What follows belongs to an exercise in optimizing a design on an open flow for small area; a production flow would make more cautious choices.
Only simulation tests tie the RTL to the original design; equivalence was not proved.
No activity file was given, so power comes from the tool's default toggle rates.

==> flow/design.v (excerpt) <==
module led_matrix_ctrl (
    input  wire logic       clk_in,
    input  wire logic       reset,
    input  wire logic [7:0] byte_in,
    input  wire logic       byte_valid,
    input  wire logic       read_strobe,
    input  wire logic [2:0] read_row,
    input  wire logic [3:0] read_col,
    output logic [15:0]     pixel_out,
    output logic            pixel_valid,
    output logic [2:0]      rgb_enable,
    output logic [5:0]      brightness_enable
);
    localparam logic [2:0] ST_IDLE  = 3'd0;
    localparam logic [2:0] ST_L_ROW = 3'd1;    
    localparam logic [2:0] ST_L_DAT = 3'd2;    
    localparam logic [2:0] ST_P_ROW = 3'd3;    
    localparam logic [2:0] ST_P_COL = 3'd4;    
    localparam logic [2:0] ST_P_HI  = 3'd5;    
    localparam logic [2:0] ST_P_LO  = 3'd6;    
    logic [2:0] state;
    logic [7:0] wpos;           
    logic [7:0] wdata;          
    logic       wpend;          
    logic [5:0] planes_pending;
    logic take;
    assign take = byte_valid && !reset;
    logic is_data;
    assign is_data = (state == ST_L_DAT) || (state == ST_P_HI) || (state == ST_P_LO);
    logic [5:0] plane_toggle;
    always_comb begin
        plane_toggle = '0;
        for (int i = 0; i < 6; i++) begin
            if (byte_in == 8'(8'd54 - i)) plane_toggle[i] = 1'b1;
        end
    end
    always_ff @(posedge clk_in) begin
        wdata <= byte_in;
        wpend <= take && is_data;
    end
    always_ff @(posedge clk_in) begin
        if (take) begin
            case (state)
                ST_L_ROW: wpos <= {byte_in[2:0], 5'b11111};
                ST_L_DAT: wpos[4:0] <= wpos[4:0] + 5'd1;
                ST_P_ROW: wpos[7:5] <= byte_in[2:0];
  ...
==> flow/config.mk <==
export PLATFORM = sky130hd
export DESIGN_NAME = led_matrix_ctrl
export DESIGN_NICKNAME = led_matrix_ctrl
export VERILOG_FILES = /design/flow/design.v
export SDC_FILE = /design/flow/constraint.sdc
export NUM_CORES = 4
export LEC_CHECK = 0
export CAP_MARGIN = 20
export CORE_MARGIN = 2
export CORE_UTILIZATION = 55
export CTS_BUF_LIST = sky130_fd_sc_hd__clkbuf_16
export CTS_CLUSTER_DIAMETER = 66
export CTS_CLUSTER_SIZE = 31
export GPL_TIMING_DRIVEN = 0
export PLACE_DENSITY = 0.7
export SETUP_SLACK_MARGIN = 0.5
export SLEW_MARGIN = 20
export SYNTH_HIERARCHICAL = 1
==> flow/constraint.sdc <==
create_clock -name core_clock -period 4.0 [get_ports {clk_in}]
set_input_delay 0.8000 -clock core_clock [delete_from_list [all_inputs] [get_ports {clk_in}]]
set_output_delay 0.8000 -clock core_clock [all_outputs]
set_load 0.01 [all_outputs]
run.sh (not shown) runs the stock make flow with config.mk's settings and CLKGATE_MAP_FILE= SYNTH_SCRIPT=/design/flow/synth_recipe.tcl, a recipe that flattens the netlist after the stock synthesis.
Rerun with:
==> flow/flow/run.sh (new file) <==
#!/bin/bash
# The standard layout (standard.sh, the standard flow's own ORFS run) with two changes: the
# clock tree is built from clkbuf_16 leaf clusters of up to 28 flip-flops without
# dummy loads, and each port gets a buf_2 as its port buffer. Each tool's full
# output is in orfs/logs/; make's own output is in standard_flow.log.
set -o pipefail
bash standard.sh \
  "CTS_ARGS=-sink_clustering_enable -repair_clock_nets -sink_clustering_size 28 -sink_clustering_max_diameter 60 -buf_list sky130_fd_sc_hd__clkbuf_16 -dont_use_dummy_load" \
  "BUFFER_PORTS_ARGS=-buffer_cell sky130_fd_sc_hd__buf_2" \
  finish > standard_flow.log 2>&1
==> flow/standard.sh (new file) <==
#!/bin/bash
# synth_recipe.tcl (not shown) runs the flow's synth.tcl, then flattens the netlist and writes it again
# the make line also repeats each setting of config.mk as NAME=value (left out here)
make -C /OpenROAD-flow-scripts/flow DESIGN_CONFIG=/design/flow/config.mk WORK_HOME=/design/flow/orfs CLKGATE_MAP_FILE= SYNTH_SCRIPT=/design/flow/synth_recipe.tcl "${@:-finish}"
- CORE_UTILIZATION: 55 -> 65
- CTS_CLUSTER_DIAMETER: 66 -> 60
- CTS_CLUSTER_SIZE: 31 -> 28
- PLACE_DENSITY: 0.7 -> 0.75
- SETUP_SLACK_MARGIN: 0.5 -> not set
removed: flow/run.sh
What happened:
- This time the run finished but failed the layout checks on setup timing
- utilization grows by 9.9 points
- cell area shrinks by 2.4%
- worst setup slack loses 0.42 ns
- sequential power hardly moves
- final cell count shrinks by 4.5%
- global-route usage grows by 5.8 points
- power shrinks by 7.1%
- area after synthesis stays the same
- flip-flop and latch count does not change

* * *

led_matrix_ctrl again, from the RTL that the note above started with.
==> flow/config.mk <==
export PLATFORM = sky130hd
export DESIGN_NAME = led_matrix_ctrl
export DESIGN_NICKNAME = led_matrix_ctrl
export VERILOG_FILES = /design/flow/design.v
export SDC_FILE = /design/flow/constraint.sdc
export NUM_CORES = 4
export LEC_CHECK = 0
export CAP_MARGIN = 20
export CORE_MARGIN = 2
export CORE_UTILIZATION = 55
export CTS_BUF_LIST = sky130_fd_sc_hd__clkbuf_16
export CTS_CLUSTER_DIAMETER = 60
export CTS_CLUSTER_SIZE = 28
export GPL_TIMING_DRIVEN = 0
export PLACE_DENSITY = 0.7
export SETUP_SLACK_MARGIN = 0.5
export SLEW_MARGIN = 20
export SYNTH_HIERARCHICAL = 1
==> flow/constraint.sdc <==
create_clock -name core_clock -period 4.0 [get_ports {clk_in}]
set_input_delay 0.8000 -clock core_clock [delete_from_list [all_inputs] [get_ports {clk_in}]]
set_output_delay 0.8000 -clock core_clock [all_outputs]
set_load 0.01 [all_outputs]
Stock flow here: none of the scripts above is used.
Change:
==> flow/flow/run.sh (new file) <==
#!/bin/bash
# The standard layout (standard.sh, the standard flow's own ORFS run) with two changes: the
# clock tree is built from clkbuf_16 leaf clusters of up to 31 flip-flops without
# dummy loads, and each port gets a buf_2 as its port buffer. Each tool's full
# output is in orfs/logs/; make's own output is in standard_flow.log.
set -o pipefail
bash standard.sh \
  "CTS_ARGS=-sink_clustering_enable -repair_clock_nets -sink_clustering_size 31 -sink_clustering_max_diameter 66 -buf_list sky130_fd_sc_hd__clkbuf_16 -dont_use_dummy_load" \
  "BUFFER_PORTS_ARGS=-buffer_cell sky130_fd_sc_hd__buf_2" \
  finish > standard_flow.log 2>&1
==> flow/standard.sh (new file) <==
#!/bin/bash
# synth_recipe.tcl (not shown) runs the flow's synth.tcl, then flattens the netlist and writes it again
# the make line also repeats each setting of config.mk as NAME=value (left out here)
make -C /OpenROAD-flow-scripts/flow DESIGN_CONFIG=/design/flow/config.mk WORK_HOME=/design/flow/orfs CLKGATE_MAP_FILE= SYNTH_SCRIPT=/design/flow/synth_recipe.tcl "${@:-finish}"
- CORE_UTILIZATION: 55 -> 60
- CTS_CLUSTER_DIAMETER: 60 -> 66
- CTS_CLUSTER_SIZE: 28 -> 31
removed: flow/run.sh
Result:
- synthesized area is unchanged
- worst setup slack is worse by 0.050 ns
- non-clock buffer count fell by 8
- sequential power hardly moves
Change:
--- a/flow/flow/run.sh
+++ b/flow/flow/run.sh
@@ -3 +3 @@
-# clock tree is built from clkbuf_16 leaf clusters of up to 31 flip-flops without
+# clock tree is built from clkbuf_16 leaf clusters of up to 28 flip-flops without
@@ -8 +8 @@
-  "CTS_ARGS=-sink_clustering_enable -repair_clock_nets -sink_clustering_size 31 -sink_clustering_max_diameter 66 -buf_list sky130_fd_sc_hd__clkbuf_16 -dont_use_dummy_load" \
+  "CTS_ARGS=-sink_clustering_enable -repair_clock_nets -sink_clustering_size 28 -sink_clustering_max_diameter 60 -buf_list sky130_fd_sc_hd__clkbuf_16 -dont_use_dummy_load" \
- CTS_CLUSTER_DIAMETER: 66 -> 60
- CTS_CLUSTER_SIZE: 31 -> 28
Effect: Area after synthesis does not change. Design area rose by 0.62%. Wire length climbs by 0.50%. Setup slack improved by 0.081 ns. Combinational power stays flat. Register-to-register slack got worse by 0.03 ns.

* * *

== maple ==
Another version of the RTL of led_matrix_ctrl (not shown whole).
For scale: ~6000 cells after synthesis, ~45 I/O pins, roughly 73000 um^2 of cells after synthesis.
==> flow/config.mk <==
export PLATFORM = sky130hd
export DESIGN_NAME = led_matrix_ctrl
export DESIGN_NICKNAME = led_matrix_ctrl
export VERILOG_FILES = /design/flow/design.v
export SDC_FILE = /design/flow/constraint.sdc
export NUM_CORES = 4
export LEC_CHECK = 0
export CAP_MARGIN = 20
export CORE_MARGIN = 2
export CORE_UTILIZATION = 40
export SLEW_MARGIN = 20
export SYNTH_HIERARCHICAL = 1
==> flow/constraint.sdc <==
create_clock -name core_clock -period 4.0 [get_ports {clk_in}]
set_input_delay 0.8000 -clock core_clock [delete_from_list [all_inputs] [get_ports {clk_in}]]
set_output_delay 0.8000 -clock core_clock [all_outputs]
set_load 0.01 [all_outputs]
Stock flow here: none of the scripts above is used.
maple was carried through to the last stage, and its layout satisfied the timing, DRC and antenna checks.
## Diff of input files: cedar against maple
- CTS_BUF_LIST: unset -> sky130_fd_sc_hd__clkbuf_8 sky130_fd_sc_hd__clkbuf_16
- CTS_CLUSTER_SIZE: unset -> 30
- CTS_CLUSTER_DIAMETER: unset -> 100
Notes after the runs:
Per the comparison of cedar with maple, count of placed standard cells in the final layout, fillers left out saw a decrease, design area went down, aggregate global-route resource usage down 0.43 points.

[re-timing with driven ports]
The flow's constraints put no driver on any port. The routed layouts listed below were extracted and timed again, unchanged, in two steps.
Step 1, drivers: a clkbuf_16 drives clk_in and a buf_2 each remaining input, both assumed.
Step 2 also shifts input and output timing later by t, the mid clock arrival at the registers, as if the neighbouring blocks saw the same clock.
Three values: no drivers, after step 1, after step 2; two values: the first two.
| run | shift t [ns] | setup slack, ns | worst setup path at the end | pins driven straight from the clock port |
|---|---|---|---|---|
| the first run of note 1 | 0.888 | 0.287 / 0.254 / -0.634 | input to register | 1 |
| the second run of note 1 | 0.842 | -0.134 / -0.113 / -0.955 | input to register | 1 |
| the first run of note 2 | 0.873 | 0.267 / 0.221 / -0.652 | input to register | 1 |
| the second run of note 2 | 0.840 | 0.217 / 0.271 / -0.568 | input to register | 1 |
| the third run of note 2 | 0.873 | 0.297 / 0.350 / -0.523 | input to register | 1 |
| maple | 0.924 | 0.222 / 0.275 / -0.650 | input to register | 1 |
| cedar | 0.836 | 0.207 / 0.258 / -0.577 | input to register | 1 |
Met with ideal ports but missed after step 2: setup timing in 6 of these runs. For the first run of note 1, which loses most, drivers alone change the setup slack by -0.033 ns; drivers and shift together by -0.921 ns.
